From an optimization exercise on the open Yosys and OpenROAD flow, aimed at small area; shortcuts taken in it are not production practice. Only simulation tests tie the RTL to the original design; equivalence was not proved. No activity file was given, so power comes from the tool's default toggle rates.

==> flow/design.v <==
module reg_file_sb #(
    parameter int XLEN   = 32,
    parameter int NREGS  = 32,
    parameter int NRD    = 2,
    parameter int BYPASS = 1,
    localparam int AW    = $clog2(NREGS)
) (
    input  logic                clock,
    input  logic                reset,
    input  logic                WR_EN,
    input  logic                SET,
    input  logic                RESET,
    input  logic [AW-1:0]       write_select,
    input  logic [XLEN-1:0]     data_in,
    input  logic [NRD*AW-1:0]   rd_select,
    output logic [NRD*XLEN-1:0] rd_data,
    output logic [NRD-1:0]      rd_busy,
    input  logic                alloc_valid,
    input  logic [AW-1:0]       alloc_sel,
    output logic                alloc_ready,
    output logic [AW:0]         busy_count
);
    localparam int NPAIR = NREGS / 2;    
    logic [NREGS*XLEN-1:XLEN] regs;     
    logic [NREGS*XLEN-1:XLEN] nheld;    
    logic [NREGS*XLEN-1:XLEN] d;        
    logic [NREGS-1:0] valid;
    logic [NREGS-1:0] hold;             
    logic [NREGS-1:0] we;
    logic [NREGS-1:0] nwe;
    logic [NREGS-1:0] busy;
    logic [NREGS-1:0] busy_next;
    logic             commit;
    logic [XLEN-1:0]  commit_val;
    logic [XLEN-1:0]  ncv;
    logic             alloc_acc;
    logic             count_inc;
    logic             count_dec;
    assign commit = (WR_EN || RESET || SET) && (write_select != '0) && !reset;
    always_comb begin
        commit_val = '0;
        if (WR_EN) begin
            commit_val = data_in;
        end else if (RESET) begin
            commit_val = '0;
        end else begin
            commit_val = XLEN'(1);
        end
    end
    assign ncv = ~commit_val;
    always_comb begin
        for (int i = 0; i < NREGS; i++) begin
            we[i] = commit && (write_select == AW'(i));
        end
        we[0] = 1'b0;
    end
    assign nwe  = ~we;
    assign hold = valid & ~we;
    assign alloc_ready = (alloc_sel == '0) || !busy[alloc_sel]
                       || (commit && (write_select == alloc_sel));
    assign alloc_acc   = alloc_valid && alloc_ready && (alloc_sel != '0);
    always_comb begin
        busy_next = busy;
        if (commit) begin
            busy_next[write_select] = 1'b0;
        end
        if (alloc_acc) begin
            busy_next[alloc_sel] = 1'b1;
        end
        busy_next[0] = 1'b0;
    end
    always_comb begin
        count_inc = alloc_acc && !busy[alloc_sel];
        count_dec = commit && busy[write_select]
                  && !(alloc_acc && (alloc_sel == write_select));
    end
    for (genvar i = 1; i < NREGS; i++) begin : g_reg
        for (genvar j = 0; j < XLEN; j++) begin : g_bit
            rf_nand2 u_held (
                .a(regs[i*XLEN + j]), .b(hold[i]), .y(nheld[i*XLEN + j])
            );
            rf_o21ai u_next (
                .a1(nwe[i]), .a2(ncv[j]), .b1(nheld[i*XLEN + j]), .y(d[i*XLEN + j])
            );
        end
    end
    always_ff @(posedge clock) begin
        regs <= d;
    end
    always_ff @(posedge clock or posedge reset) begin
        if (reset) begin
            valid <= '0;
        end else begin
            valid <= valid | we;
        end
    end
    always_ff @(posedge clock or posedge reset) begin
        if (reset) begin
            busy       <= '0;
            busy_count <= '0;
        end else begin
            busy       <= busy_next;
            busy_count <= busy_count + {{AW{1'b0}}, count_inc} - {{AW{1'b0}}, count_dec};
        end
    end
    for (genvar p = 0; p < NRD; p++) begin : g_rd
        logic [AW-1:0]    sel;
        logic             hit;
        logic             nhit;
        logic             same_alloc;
        logic [NREGS-1:0] ndec;
        assign sel        = rd_select[p*AW +: AW];
        assign hit        = (BYPASS != 0) && commit && (write_select == sel);
        assign nhit       = !hit;
        assign same_alloc = alloc_acc && (alloc_sel == sel);
        always_comb begin
            for (int i = 0; i < NREGS; i++) begin
                ndec[i] = (sel != AW'(i));
            end
        end
        for (genvar j = 0; j < XLEN; j++) begin : g_bit
            logic [NPAIR-1:0]   pair;
            logic [NPAIR/4-1:0] nquad;
            for (genvar k = 0; k < NPAIR; k++) begin : g_pair
                if (2*k + 2 < NREGS) begin : g_rr
                    rf_o22ai u_pair (
                        .a1(nheld[(2*k+1)*XLEN + j]), .a2(ndec[2*k+1]),
                        .b1(nheld[(2*k+2)*XLEN + j]), .b2(ndec[2*k+2]),
                        .y(pair[k])
                    );
                end else begin : g_rf
                    rf_o22ai u_pair (
                        .a1(nheld[(2*k+1)*XLEN + j]), .a2(ndec[2*k+1]),
                        .b1(nhit), .b2(ncv[j]),
                        .y(pair[k])
                    );
                end
            end
            for (genvar q = 0; q < NPAIR/4; q++) begin : g_quad
                rf_nor4 u_quad (
                    .a(pair[4*q]), .b(pair[4*q+1]), .c(pair[4*q+2]), .d(pair[4*q+3]),
                    .y(nquad[q])
                );
            end
            rf_nand4 u_out (
                .a(nquad[0]), .b(nquad[1]), .c(nquad[2]), .d(nquad[3]),
                .y(rd_data[p*XLEN + j])
            );
        end
        assign rd_busy[p] = busy[sel] && !(hit && !same_alloc);
    end
endmodule
module rf_nand2 (input logic a, input logic b, output logic y);
    assign y = !(a && b);
endmodule
module rf_o21ai (input logic a1, input logic a2, input logic b1, output logic y);
    assign y = !((a1 || a2) && b1);
endmodule
module rf_o22ai (
    input logic a1, input logic a2, input logic b1, input logic b2, output logic y
);
    assign y = !((a1 || a2) && (b1 || b2));
endmodule
module rf_nor4 (
    input logic a, input logic b, input logic c, input logic d, output logic y
);
    assign y = !(a || b || c || d);
endmodule
module rf_nand4 (
    input logic a, input logic b, input logic c, input logic d, output logic y
);
    assign y = !(a && b && c && d);
endmodule
==> flow/flow/run.sh <==
#!/bin/bash
# Layout flow: the standard ORFS flow, with two changes:
#  - synthesis is the standard synthesis script (synth_recipe.tcl) run with the
#    design's hierarchy kept until after technology mapping (so each small gate
#    module rf_* of the RTL is mapped on its own), and with ABC's mapping script
#    swapped for an area-oriented one (flow/area.abc). synth_recipe.tcl then
#    flattens the design as usual; the registers, their names and cell types are
#    those of the standard synthesis;
#  - the remaining ORFS steps run with the extra settings in flow/knobs.
# Each tool's output goes to a log file of its own in this folder.
set -euo pipefail
W=$(pwd)

cat > "$W/own_synth.tcl" <<EOF
proc abc {args} {
  set i [lsearch -exact \$args -script]
  if { \$i >= 0 } { lset args [expr {\$i + 1}] {$W/flow/area.abc} }
  yosys abc {*}\$args
}
source {$W/synth_recipe.tcl}
EOF

KNOBS=()
if [[ -f "$W/flow/knobs" ]]; then
  while read -r line; do
    [[ -z "$line" || "$line" == \#* ]] && continue
    KNOBS+=("$line")
  done < "$W/flow/knobs"
fi

make -C "$FLOW_HOME" DESIGN_CONFIG="$W/config.mk" WORK_HOME="$W/orfs" CLKGATE_MAP_FILE= \
  SYNTH_SCRIPT="$W/own_synth.tcl" SYNTH_HIERARCHICAL=1 SYNTH_MINIMUM_KEEP_SIZE=0 \
  synth > "$W/synth.log" 2>&1
bash "$W/standard.sh" "${KNOBS[@]}" finish > "$W/layout.log" 2>&1
==> flow/flow/area.abc <==
strash
&get -n
&fraig -x
&put
scorr
dc2
strash
&get -n
&dch -f
&nf -R 1000
&put
==> flow/flow/knobs <==
# extra ORFS make variables for the steps after synthesis, one per line
REMOVE_ABC_BUFFERS=1
BUFFER_PORTS_ARGS=-buffer_cell sky130_fd_sc_hd__buf_1
CTS_ARGS=-sink_clustering_enable -repair_clock_nets -dont_use_dummy_load -buf_list sky130_fd_sc_hd__clkbuf_8 -sink_clustering_size 16 -sink_clustering_max_diameter 60
==> flow/standard.sh <==
#!/bin/bash
# synth_recipe.tcl (not shown) runs the flow's synth.tcl, then flattens the netlist and writes it again
# the make line also repeats each setting of config.mk as NAME=value (left out here)
make -C /OpenROAD-flow-scripts/flow DESIGN_CONFIG=/design/flow/config.mk WORK_HOME=/design/flow/orfs CLKGATE_MAP_FILE= SYNTH_SCRIPT=/design/flow/synth_recipe.tcl "${@:-finish}"
==> flow/config.mk <==
export PLATFORM = sky130hd
export DESIGN_NAME = reg_file_sb
export DESIGN_NICKNAME = reg_file_sb
export VERILOG_FILES = /design/flow/design.v
export SDC_FILE = /design/flow/constraint.sdc
export NUM_CORES = 4
export LEC_CHECK = 0
export CAP_MARGIN = 20
export CORE_MARGIN = 2
export CORE_UTILIZATION = 30
export PLACE_DENSITY = 0.4
export SLEW_MARGIN = 20
==> flow/constraint.sdc <==
create_clock -name core_clock -period 10.0 [get_ports {clock}]
set_input_delay 2.0000 -clock core_clock [delete_from_list [all_inputs] [get_ports {clock}]]
set_output_delay 2.0000 -clock core_clock [all_outputs]
set_load 0.01 [all_outputs]
==> impl_results.md, run 1 <==
* Largest area contributor in the netlist: dfxtp_1
* Setup Skew at 0.0776 ns
* Mean Syn Cell Area at roughly 8.6 µm²
* Post-Syn Area at ~0.042 mm²
* WS Path Type: input pin to primary output
* Number of synthesis warnings at 7
* Reg-to-Reg Start: busy[1]$_DFF_PP0_
* Mux share of post-synthesis cell area at less than 1%
* GR Util All Layers at between 30% and 40%
* I/O pins at around 130
* Worst reg-to-reg path cell count at 13
* Period utilization at approximately 87%
* Outcome: complete, no violations
* Final-report hold violation count at 0
* CP max-delay cell: nor4_1
* ANT nets after route at 0
* Area Overhead vs Synth at 15.3%
* Compound-Gate Fraction of Synth Area at slightly below 30%
* PD cells at about 180 mW/mm²
* Worst-case clock buffer depth at 3
* Worst r2r dst: busy_count[4]$_DFF_PP0_
* Post-layout nets at 5414
* Simple-gate portion of the synthesized area at ~17%
* Gp weighted congestion at a little under 0.9
* Post-layout min period at ~8.7 ns
* Crit. path cell count at 15
* Top delay family on crit path: simple AND/OR/NAND/NOR gates
* Commonest non-fill, non-tap cells in the layout: 1044 x nand2_1, 1034 x o21ai_0, 1028 x o22ai_1, 992 x dfxtp_1, 260 x nor4_1
* Max IR drop VDD at ~0.00012 V
* Initial antenna violation count at 17
* Synthesized instance count at just under 5000
* Async S/R FF share, synth at 6.42%
* Synthesized-area fraction occupied by adder cells at 0.553%
* EDFF count, synth at 0
* Crit-path max FO at 22
* Die Ht at about 380 µm
* Arr. time, crit path at around 6.7 ns
* Post-synthesis xor/xnor area fraction at 0.625%
* Drt wl/cell at between 30 and 40 µm
* Slew of the pin with the lowest slew margin at 1.16 ns
* Post-Layout Cell Count at between 7000 and 8000
* Final hold slack at 0.458 ns
* Dpl ws at 1.46 ns
* Hold_buf cts at 0
* FF+latch count, synth at approximately 1100
* Cell total after placement at around 7100
* Global-route wire length before repair at between 300 and 400 mm
* PortBufs at 130
* Clock latency on the worst-skew pair at ~0.9 ns
* HPWL Detailed at 155 mm
* Root Driver: clkbuf_8
* Vias per cell at roughly 6.5
* Die width at between 300 and 400 µm
* Seq/Total Area, Yosys at about half
* R2r setup slk at 6.60 ns
* Crit path launch: write_select[2]
* Pre-Repair DR Iteration Count at 5
* CTS clk-pin slew, worst paths at 0.05 ns
* Die area at between 0.1 and 0.15 mm²
* Grt total ovfl at 0
* Critical Path, Cell by Cell: buf_1 > nor2_1 > buf_4 > and2_0 > ha_1 > nor4_2 > buf_4 > nand3_2 > and2_2 > buf_4 > nand2_1 > o22ai_1 > nor4_1 > nand4_1 > buf_1
* Largest family of logic cells by synthesized area: compound AO/OA/AOI/OAI gates
* Worst path most repeated cell: buf_4
* Data required, critical path at 8.00 ns
* Achievable frequency at 115 MHz
* Clk sinks at approximately 1100
* Via Count at around 47000
* Largest net degree at the start of global routing at 69
* Pleak at around 0.015 µW
* Top cells by area, synth: dfxtp_1 47%, o22ai_1 15%, o21ai_0 12%
* Area share of the leading cell type in the synthesized netlist at 47.2%
* Crit end category: primary output
* Max-slew violation count at 0
* CTS tree: yes
* Worst setup SP type: input pin
* Drt drc at 0
* Largest stage delay, worst path at around 0.95 ns
* Tot Pwr at 8560 µW
* TritonCTS buffer count at between 100 and 150
* Ys flop type: dfxtp_1
* Post-CTS setup buffers at 0
* Min-delay worst type: flip-flop to flip-flop
* Cell variety after synth at 37
* Setup slack after layout at about 1.3 ns
* Vias in the first global route at 43828
* Initial core utilization at between 30 and 40%
* Total core area at about 0.14 mm²
* Share of cells above drive strength 1 at under 10%
* CP Buf/Inv Count at 5
* Max Cap Violations at 0
* Most common cell after layout, fill and taps aside: nand2_1
* Setup TNS at 0 ns
* # H-tree levels at 3
* Total Wirelength at around 260 mm
* Post-CTS sizing at 0
* CP endpoint: rd_data[5]
* RSZ-0062 raised after global routing: no
* FP Rows at between 100 and 150
* Layout fillers at 14792
* First DRT Iteration DRCs at 6035
* Setup violators final at 0
* Slew headroom at 22.2%
==> synthesized netlist by cell type (all sizes together), types with 2 or more instances <==
cell       n
nor3      11
nand4     66
ha        17
nand2b    44
a21o       2
dfrtp     68
dfxtp    992
a22oi     24
o22ai   1028
a22o       6
o21ai   1034
o221ai     2
nand3     78
mux4      15
or3       20
xor2      13
a31oi      7
nor2b     10
nand2   1051
xnor2     17
clkinv    21
nor2      12
o41ai     30
and2      36
nor4     263
a21oi     20
o21a       2
nand3b     6
==> cell type report <==
class                           instances  area (µm²)  share of cell area (%)
Inverter                               21        80.1                   0.165
Clock buffer                          116        1600                    3.29
Tap cell                             1876        2350                    4.84
Timing Repair Buffer                  316        1930                    3.99
Multi-Input combinational cell       3823       21000                    43.2
Antenna cell                            4        10.0                  0.0206
Sequential cell                      1060       21600                    44.5
==> power breakdown <==
part           leakage (µW)  internal [µW]  switching, µW  total (µW)
Combinational       0.00529            304           1140        1440
Clock              0.000834           1020           1600        2620
Sequential          0.00882           4360            150        4510
Total                0.0150           5680           2880        8560
==> cell families (layout without fill, tap and decap cells) <==
group           after synthesis  in the layout
other cells                   0              4
buf+inv                      21            453
xor+xnor                     30             30
simple gates               1600           1600
compound gates             2160           2160
mux                          15             15
fa+ha+maj                    18             18
flops                      1060           1060
==> how the worst min path moves through the flow <==
stage                                      to                 from  cells after the start
final                      valid[7]$_DFF_PP0_   valid[7]$_DFF_PP0_                      1
after global routing       valid[6]$_DFF_PP0_   valid[6]$_DFF_PP0_                      1
after CTS                  valid[7]$_DFF_PP0_   valid[7]$_DFF_PP0_                      1
after detailed placement  valid[12]$_DFF_PP0_  valid[12]$_DFF_PP0_                      1
after global placement    valid[18]$_DFF_PP0_  valid[18]$_DFF_PP0_                      1
after floorplan           valid[10]$_DFF_PP0_  valid[10]$_DFF_PP0_                      1
==> through the flow <==
stage,util [%],area [µm²]
after floorplan,-,42100
after global placement,33.6,46800
after detailed placement,33.6,46800
after CTS,34.8,48400
after global routing,34.8,48500
final,34.8,48500
==> metal layers <==
metal  up-vias  GRT usage [%]  share of wire (%)
met4         4           16.6                5.0
met5         -              0             0.0097
li1      20010              -                  -
met1     23140           48.3                 43
met3       670           7.99                 10
met2      3011           51.2                 42
==> Yosys stat by module (local to each module, per instance) <==
module	cells inside	times used
reg_file_sb	1576	1
rf_nand4	1	64
rf_nor4	1	256
rf_o22ai	1	1024
rf_o21ai	1	992
rf_nand2	1	992
==> sequential cells by signal (all words and copies together) (netlist names) <==
name        cells
valid          31
regs          992
busy           31
busy_count      6
==> run 2, diff against run 1 <==
--- a/flow/design.v
+++ b/flow/design.v
@@ -25,9 +25,11 @@
     logic [NREGS*XLEN-1:XLEN] nheld;    
     logic [NREGS*XLEN-1:XLEN] d;        
     logic [NREGS-1:0] valid;
-    logic [NREGS-1:0] hold;             
     logic [NREGS-1:0] we;
-    logic [NREGS-1:0] nwe;
+    logic [NREGS-1:0] wdec;             
+    logic [2*NREGS-1:0] nwe;     
+    logic [2*NREGS-1:0] hold;          
+    logic [2*XLEN-1:0]  ncv_c;    
     logic [NREGS-1:0] busy;
     logic [NREGS-1:0] busy_next;
     logic             commit;
@@ -48,14 +50,27 @@
         end
     end
     assign ncv = ~commit_val;
+    for (genvar c = 0; c < 2; c++) begin : g_ncv
+        assign ncv_c[c*XLEN] = ncv[0];
+        for (genvar j = 1; j < XLEN; j++) begin : g_bit
+            rf_nand2 u_ncv (.a(WR_EN), .b(data_in[j]), .y(ncv_c[c*XLEN + j]));
+        end
+    end
     always_comb begin
         for (int i = 0; i < NREGS; i++) begin
-            we[i] = commit && (write_select == AW'(i));
+            wdec[i] = (write_select == AW'(i));
+            we[i]   = commit && wdec[i];
         end
         we[0] = 1'b0;
     end
-    assign nwe  = ~we;
-    assign hold = valid & ~we;
+    for (genvar c = 0; c < 2; c++) begin : g_ctl
+        assign nwe[c*NREGS]  = 1'b1;
+        assign hold[c*NREGS] = 1'b0;
+        for (genvar i = 1; i < NREGS; i++) begin : g_reg
+            rf_nand2 u_nwe  (.a(commit), .b(wdec[i]), .y(nwe[c*NREGS + i]));
+            rf_and2  u_hold (.a(valid[i]), .b(nwe[c*NREGS + i]), .y(hold[c*NREGS + i]));
+        end
+    end
     assign alloc_ready = (alloc_sel == '0) || !busy[alloc_sel]
                        || (commit && (write_select == alloc_sel));
     assign alloc_acc   = alloc_valid && alloc_ready && (alloc_sel != '0);
@@ -77,10 +92,11 @@
     for (genvar i = 1; i < NREGS; i++) begin : g_reg
         for (genvar j = 0; j < XLEN; j++) begin : g_bit
             rf_nand2 u_held (
-                .a(regs[i*XLEN + j]), .b(hold[i]), .y(nheld[i*XLEN + j])
+                .a(regs[i*XLEN + j]), .b(hold[(j / (XLEN/2))*NREGS + i]), .y(nheld[i*XLEN + j])
             );
             rf_o21ai u_next (
-                .a1(nwe[i]), .a2(ncv[j]), .b1(nheld[i*XLEN + j]), .y(d[i*XLEN + j])
+                .a1(nwe[(j / (XLEN/2))*NREGS + i]), .a2(ncv_c[(i / (NREGS/2))*XLEN + j]),
+                .b1(nheld[i*XLEN + j]), .y(d[i*XLEN + j])
             );
         end
     end
@@ -108,14 +124,21 @@
         logic             hit;
         logic             nhit;
         logic             same_alloc;
-        logic [NREGS-1:0] ndec;
+        logic [2*NREGS-1:0] ndec;     
+        logic [7:0]       pa;           
+        logic [3:0]       pb;           
         assign sel        = rd_select[p*AW +: AW];
         assign hit        = (BYPASS != 0) && commit && (write_select == sel);
         assign nhit       = !hit;
         assign same_alloc = alloc_acc && (alloc_sel == sel);
         always_comb begin
-            for (int i = 0; i < NREGS; i++) begin
-                ndec[i] = (sel != AW'(i));
+            for (int k = 0; k < 8; k++) pa[k] = (sel[4:2] == 3'(k));
+            for (int l = 0; l < 4; l++) pb[l] = (sel[1:0] == 2'(l));
+        end
+        for (genvar c = 0; c < 2; c++) begin : g_dec
+            assign ndec[c*NREGS] = 1'b1;
+            for (genvar i = 1; i < NREGS; i++) begin : g_reg
+                rf_nand2 u_ndec (.a(pa[i / 4]), .b(pb[i % 4]), .y(ndec[c*NREGS + i]));
             end
         end
         for (genvar j = 0; j < XLEN; j++) begin : g_bit
@@ -124,13 +147,13 @@
             for (genvar k = 0; k < NPAIR; k++) begin : g_pair
                 if (2*k + 2 < NREGS) begin : g_rr
                     rf_o22ai u_pair (
-                        .a1(nheld[(2*k+1)*XLEN + j]), .a2(ndec[2*k+1]),
-                        .b1(nheld[(2*k+2)*XLEN + j]), .b2(ndec[2*k+2]),
+                        .a1(nheld[(2*k+1)*XLEN + j]), .a2(ndec[(j / (XLEN/2))*NREGS + 2*k+1]),
+                        .b1(nheld[(2*k+2)*XLEN + j]), .b2(ndec[(j / (XLEN/2))*NREGS + 2*k+2]),
                         .y(pair[k])
                     );
                 end else begin : g_rf
                     rf_o22ai u_pair (
-                        .a1(nheld[(2*k+1)*XLEN + j]), .a2(ndec[2*k+1]),
+                        .a1(nheld[(2*k+1)*XLEN + j]), .a2(ndec[(j / (XLEN/2))*NREGS + 2*k+1]),
                         .b1(nhit), .b2(ncv[j]),
                         .y(pair[k])
                     );
@@ -153,6 +176,9 @@
 module rf_nand2 (input logic a, input logic b, output logic y);
     assign y = !(a && b);
 endmodule
+module rf_and2 (input logic a, input logic b, output logic y);
+    assign y = a && b;
+endmodule
 module rf_o21ai (input logic a1, input logic a2, input logic b1, output logic y);
     assign y = !((a1 || a2) && b1);
 endmodule
==> impl_results.md, run 2 <==
* Arr. time, crit path at 7.35 ns
* Setup slack after layout at 0.652 ns
* Crit end category: primary output
* Mean Syn Cell Area at about 8.4 µm²
* Clock latency on the worst-skew pair at 0.84 ns
* Setup violators final at 0
* # H-tree levels at 3
* Clk sinks at 1060
* Area share of the leading cell type in the synthesized netlist at 46.4%
* Drt wl/cell at 28.5 µm
* Commonest non-fill, non-tap cells in the layout: 1295 x nand2_1, 1024 x o21ai_0, 1024 x o22ai_1, 992 x dfxtp_1, 254 x nor4_1
* Outcome: complete, no violations
* Layout fillers at 15098
* Seq/Total Area, Yosys at ~50%
* Most frequent cell after synthesis: nand2_1
* Post-CTS setup buffers at 0
* CTS tree: yes
* Achievable frequency at approximately 110 MHz
* Max IR drop VDD at around 0.00013 V
* Slew headroom at approximately 15%
* FP Rows at between 100 and 150
* Top cells by count, synth: 1295 x nand2_1, 1024 x o21ai_0, 1024 x o22ai_1
* Final-report hold violation count at 0
* Worst setup SP type: input pin
* Top cells by area, synth: dfxtp_1 46%, o22ai_1 15%, o21ai_0 12%
* Min-delay worst type: flip-flop to flip-flop
* Drt drc at 0
* Data required, critical path at about 8 ns
* Ys flop type: dfxtp_1
* Grt total ovfl at 0
* GR Util All Layers at between 20% and 30%
* Die area at ~0.15 mm²
* Util after Layout at 34.1%
* Slew of the pin with the lowest slew margin at around 1.3 ns
* Total core area at 0.142 mm²
* Top Registers: regs x992, busy x31, valid x31
* Vias in the first global route at around 42000
* Post-layout nets at ~5600
* Share of cells above drive strength 1 at approximately 4.8%
* Root Driver: clkbuf_8
* Max Cap Violations at 0
* Number of synthesis warnings at 7
* Post-layout min period at ~9.3 ns
* PD cells at roughly 170 mW/mm²
* Total Wirelength at around 210 mm
* Pre-Repair DR Iteration Count at 8
* Largest net degree at the start of global routing at slightly above 60
* HPWL Detailed at 147 mm
* Dpl ws at 0.820 ns
* TritonCTS buffer count at about 110
* Initial core utilization at a little under a third
* Area Overhead vs Synth at 12.6%
* ANT nets after route at 0
* Via Count at roughly 45000
* Die width at approximately 380 µm
* Post-CTS sizing at 0
* Top reg by flops: regs
* FF+latch count, synth at roughly 1100
* Global-route wire length before repair at ~300 mm
* WS Path Type: input pin to primary output
* Vias per cell at roughly 6.1
* Cell variety after synth at 35
* Most common cell after layout, fill and taps aside: nand2_1
* First DRT Iteration DRCs at around 5000
* Max-slew violation count at 0
* PortBufs at 130
* Setup Skew at 0.0766 ns
* Gp weighted congestion at around 0.94
* EDFF count, synth at 0
* Worst-case clock buffer depth at 3
* Pleak at between 0.015 and 0.02 µW
* Max FFs per register at about 990
* Largest area contributor in the netlist: dfxtp_1
* I/O pins at about 130
* Hold_buf cts at 0
* Post-Syn Area at between 0.04 and 0.05 mm²
* CTS clk-pin slew, worst paths at 0.06 ns
* Die Ht at roughly 380 µm
* RSZ-0062 raised after global routing: no
* Initial antenna violation count at 5
* Synthesized instance count at slightly above 5000
* Period utilization at ~93%
* Async S/R FF share, synth at under 10%
* Crit-path max FO at 30
[run 2: changes by cell type after synthesis, sizes merged, moves of 6 or more]
cell,change
nand2,+244
or3,-19
a21oi,+10
nor2,+9
nand3b,-6
a22oi,+7
and3,+27
nand2b,-38
a21o,+31
o21ai,-10
nand3,-60
and2,+31
[run 2: cells by family after synthesis]
family | Yosys count | share of synthesized area, %
AOI/OAI and AO/OA | 2199 | 29.5
xor gates and xnor gates | 34 | 0.695
adders and majority gates | 17 | 0.514
buffers and inverters | 18 | 0.158
DFF | 1060 | 50.3
muxes | 10 | 0.526
and+or+nand+nor | 1782 | 18.2
[run 2: final timing paths]
kind / start / endpoint / slack (ns) / cells after the start
max: write_select[0] / rd_data[26] / 0.65 / 15
max in group asynchronous: reset / valid[1]$_DFF_PP0_ / 7.52 / 3
max reg2reg: busy[13]$_DFF_PP0_ / busy_count[4]$_DFF_PP0_ / 6.65 / 14
min: regs[634]$_DFF_P_ / regs[634]$_DFF_P_ / 0.47 / 2
min in group asynchronous: reset / busy_count[1]$_DFF_PP0_ / 1.32 / 2
min reg2reg: regs[634]$_DFF_P_ / regs[634]$_DFF_P_ / 0.47 / 2
[run 2: critical path: stages]
cell      delay (ns)
buf_1           0.07
buf_4           0.23
clkinv_1        0.20
ha_1            0.39
and2_0          0.23
ha_1            0.20
nor3_2          0.20
buf_4           0.40
nand2_1         0.53
and2_0          0.77
nand2_1         0.29
o22ai_1         0.10
nor4_1          1.03
nand4_1         0.45
buf_1           0.23
[run 2: cell type report]
| class | count | area [µm²] | share of cell area [%] |
|---|---|---|---|
| diodes | 2 | 5.00 | 0.0104 |
| clock buffers | 114 | 1570 | 3.25 |
| inverters | 18 | 68.8 | 0.143 |
| multi-input cells | 4042 | 21300 | 44.1 |
| flip-flops and latches | 1060 | 21600 | 44.7 |
| well taps | 1890 | 2360 | 4.90 |
| repair buffers | 252 | 1410 | 2.91 |
[run 2: Yosys stat by module (local to each module, per instance), excerpt]
module / flip-flops and latches / area, µm²
rf_o21ai: 0 / 5.00
rf_nand4: 0 / 6.26
rf_nand2: 0 / 3.75
rf_nor4: 0 / 6.26
rf_and2: 0 / 6.26
rf_o22ai: 0 / 6.26
[run 2: where the power goes]
part | leakage (µW) | total (µW) | switching [µW] | internal (µW)
clock network | 0.000820 | 2540 | 1540 | 1000
registers | 0.00882 | 4500 | 156 | 4340
logic | 0.00540 | 1140 | 848 | 293
[run 2: metrics by stage]
step / instances / cell area (µm²) / total power (µW) / setup TNS (ns) / hold slack (ns)
floorplan: 5120 / 42800 / 5110 / -194.07 / 0.437
global placement: 7261 / 46600 / 5730 / 0 / 0.451
detailed placement: 7262 / 46700 / 5720 / 0 / 0.459
CTS: 7376 / 48200 / 8270 / 0 / 0.474
global route: 7377 / 48300 / 8520 / 0 / 0.500
finish: 7378 / 48300 / 8190 / 0 / 0.474
[run 2: layer usage]
layer / part of all wire, % / track usage [%]
met1: 47 / 41.2
met2: 42 / 40.8
met3: 8.3 / 5.20
met4: 2.6 / 7.61
met5: 0.0062 / 0
==> run 3, diff against run 2 <==
--- a/flow/config.mk
+++ b/flow/config.mk
@@ -7,6 +7,6 @@
 export LEC_CHECK = 0
 export CAP_MARGIN = 20
 export CORE_MARGIN = 2
-export CORE_UTILIZATION = 30
-export PLACE_DENSITY = 0.4
+export CORE_UTILIZATION = 35
+export PLACE_DENSITY = 0.45
 export SLEW_MARGIN = 20
==> impl_results.md, run 3 <==
* Pre-Repair DR Iteration Count at 10
* Clock power share at 30.5%
* CTS tree: yes
* Async S/R FF share, synth at approximately 6.4%
* Top reg by flops: regs
* Period utilization at 91.5%
* Die width at 354 µm
* Area share of the leading cell type in the synthesized netlist at between 40% and 50%
* Pleak at 0.0150 µW
* Clock latency on the worst-skew pair at 0.85 ns
* Setup Skew at 0.0583 ns
* Outcome: complete, no violations
* Max-slew violation count at 0
* Worst-case clock buffer depth at 3
* Die area at 0.125 mm²
* Grt total ovfl at 0
* Largest net degree at the start of global routing at slightly below 90
* Post-layout min period at approximately 9.1 ns
* Max IR drop VDD at roughly 0.00014 V
* Die Ht at about 350 µm
* FF+latch count, synth at ~1100
* Sw frac at between 30% and 40%
* # H-tree levels at 3
* Slew of the pin with the lowest slew margin at between 1 and 1.5 ns
* RSZ-0062 raised after global routing: no
* Post-CTS setup buffers at 0
* Final-report hold violation count at 0
* Critical Path, Cell by Cell: buf_1 > buf_4 > clkinv_1 > ha_1 > and2_0 > ha_1 > nor3_2 > buf_12 > nand2_1 > and2_0 > nand2_1 > o22ai_1 > nor4_1 > nand4_1 > buf_1
* Data required, critical path at 8.00 ns
* FP Rows at 128
* Arr. time, crit path at 7.15 ns
* Comb pwr share at between 10 and 15%
* Pint at 5590 µW
* Vias per cell at roughly 6.3
* Max FFs per register at about 990
* Crit-path max FO at 86
* First DRT Iteration DRCs at between 5000 and 6000
* Number of synthesis warnings at 7
* Gp weighted congestion at 0.987
* P_sw at around 2500 µW
* PortBufs at 130
* Vias in the first global route at ~42000
* I/O pins at between 100 and 150
* Post-route cell area at approximately 0.048 mm²
* HPWL Detailed at roughly 140 mm
* Post-layout nets at about 5600
* Worst setup SP type: input pin
* Most common cell after layout, fill and taps aside: nand2_1
* Util after Layout at around two fifths
* Synthesized instance count at 5120
* Mean Syn Cell Area at roughly 8.4 µm²
* Top cells by count, synth: 1295 x nand2_1, 1024 x o21ai_0, 1024 x o22ai_1
* Cell total after placement at between 6000 and 7000
* Clk sinks at ~1100
* CP max-delay cell: nor4_1
* Achievable frequency at 109 MHz
* Hold_buf cts at 0
* Top cells by area, synth: dfxtp_1 46%, o22ai_1 15%, o21ai_0 12%
* EDFF count, synth at 0
* ANT nets after route at 0
* Area Overhead vs Synth at 11.8%
* Seq/Total Area, Yosys at between 50% and 60%
* Crit end category: primary output
* Initial antenna violation count at 9
* Most frequent cell after synthesis: nand2_1
* GR Util All Layers at a little under a third
* Largest area contributor in the netlist: dfxtp_1
* WS Path Type: input pin to primary output
* Largest stage delay, worst path at around 1.0 ns
* Area taken by multi-input logic gates at roughly 0.021 mm²
* Ys flop type: dfxtp_1
* Setup violators final at 0
* Layout fillers at about 13000
* Drt wl/cell at roughly 28 µm
* PD cells at roughly 170 mW/mm²
* Share of cells above drive strength 1 at roughly 4.7%
* Min-delay worst type: flip-flop to flip-flop
* Max Cap Violations at 0
* Drt drc at 0
* Global-route wire length before repair at 294 mm
* Cell variety after synth at 35
* Post-Layout Cell Count at about 7000
* Post-CTS sizing at 0
* Share of total power in sequential cells at around 56%
* Area post-placement at around 0.046 mm²
* Tot Pwr at between 8000 and 9000 µW
* Total core area at between 0.1 and 0.15 mm²
* Slew headroom at around 9%
* TritonCTS buffer count at between 100 and 150
* Top Registers: regs x992, busy x31, valid x31
* Storage cell area at around 0.022 mm²
* Commonest non-fill, non-tap cells in the layout: 1295 x nand2_1, 1024 x o21ai_0, 1024 x o22ai_1, 992 x dfxtp_1, 255 x nor4_1
* CTS clk-pin slew, worst paths at 0.04 ns
* Root Driver: clkbuf_8
* Total Wirelength at around 200 mm
* Post-Syn Area at approximately 0.043 mm²
* Via Count at ~45000
* Initial core utilization at 35.2%
==> run 3: cell counts after synthesis <==
Identical to the previous run, type by type.
==> run 3: critical path: cells and delay by family <==
family          cells  cell delay [ns]
buf+inv             5             1.11
compound gates      1             0.09
simple gates        7             3.30
fa+ha+maj           2             0.61
==> run 3: cell type report <==
type	count	area share (%)
flip-flops and latches	1060	45.0
multi-input cells	4042	44.4
well taps	1625	4.25
clock buffers	108	3.10
repair buffers	254	3.01
inverters	18	0.141
diodes	5	0.0261
==> run 3: logic make-up (layout without fill, tap and decap cells) <==
kind of cell,count (synthesis),count (layout),synth area share [%]
AO/OA/AOI/OAI,2199,2199,29.5
other,0,5,0
adder cells (fa/ha/maj),17,17,0.514
AND/OR/NAND/NOR,1782,1782,18.2
flip-flops,1060,1060,50.3
buffers and inverters,18,380,0.158
multiplexers,10,10,0.526
XOR/XNOR,34,34,0.695
==> run 3: power by group through the flow <==
stage | clock [µW] | combinational (µW) | sequential (µW)
2_1_floorplan | 0 | 599 | 4510
3_3_place_gp | 0 | 1110 | 4590
3_5_place_dp | 0 | 1120 | 4580
4_1_cts | 2540 | 1120 | 4490
5_1_grt | 2690 | 1200 | 4500
6_report | 2470 | 1130 | 4490
==> run 3: final timing paths <==
check	depth (start not counted)	slack (ns)	to	start
worst min-delay path	2	0.47	regs[58]$_DFF_P_	regs[58]$_DFF_P_
max in group asynchronous	3	7.73	valid[5]$_DFF_PP0_	reset
min in group asynchronous	3	1.58	busy[15]$_DFF_PP0_	reset
worst max-delay path	15	0.85	rd_data[38]	write_select[0]
worst min register to register	2	0.47	regs[58]$_DFF_P_	regs[58]$_DFF_P_
worst max register to register	14	6.62	busy_count[4]$_DFF_PP0_	busy[15]$_DFF_PP0_
==> run 3: per-stage QoR <==
stage | hold WS [ns] | setup slack (ns) | setup TNS [ns]
after detailed placement | 0.461 | 0.822 | 0
after floorplan | 0.437 | -2.94 | -194.07
after global routing | 0.490 | 0.594 | 0
after CTS | 0.477 | 0.804 | 0
final | 0.474 | 0.853 | 0
after global placement | 0.450 | 0.837 | 0
==> run 3: Yosys stat by module, one instance, submodules excluded <==
| module | area, µm² | copies in the design | cells inside | flip-flops and latches |
|---|---|---|---|---|
| reg_file_sb | 24400 | 1 | 1482 | 1060 |
| rf_and2 | 6.26 | 62 | 1 | 0 |
| rf_nand4 | 6.26 | 64 | 1 | 0 |
| rf_nor4 | 6.26 | 256 | 1 | 0 |
| rf_o22ai | 6.26 | 1024 | 1 | 0 |
| rf_o21ai | 5.00 | 992 | 1 | 0 |
| rf_nand2 | 3.75 | 1240 | 1 | 0 |
==> run 3: metal layers <==
layer / vias to the layer above / routed length [µm] / share of wire, % / track usage, %
met5: - / 235 / 0.12 / 1.02
met4: 10 / 5320 / 2.6 / 8.99
met3: 350 / 19300 / 9.5 / 8.18
met2: 2091 / 85800 / 42 / 46.3
met1: 21863 / 91300 / 45 / 43.9
li1: 20475 / - / - / -

[static timing again, ports no longer ideal]
The flow's constraints put no driver on any port. The routed layouts listed below were extracted and timed again, unchanged, in two steps. Step 1, drivers: a clkbuf_16 drives clock and a buf_2 each remaining input, both assumed. Step 2, shift: input delay + t, output delay - t, t = (earliest + latest rising clock arrival at the registers) / 2. This alone moves slack from input paths to output paths. a / b / c = ideal / step 1 / step 2; a / b = the first two.
run	t (ns)	slack for setup (ns)	worst hold slack (ns)	clock arrival spread, ns
run 1	0.942	1.327 / 1.300 / 1.300	0.458 / 0.458 / 0.458	0.090 / 0.090
run 2	0.881	0.652 / 0.627 / 0.627	0.474 / 0.474 / 0.474	0.088 / 0.089
run 3	0.895	0.853 / 0.831 / 0.831	0.474 / 0.474 / 0.474	0.069 / 0.069
After both steps setup and hold are still met in every run listed. For run 1, which loses most, drivers alone change the setup slack by -0.027 ns; drivers and shift together by -0.027 ns.
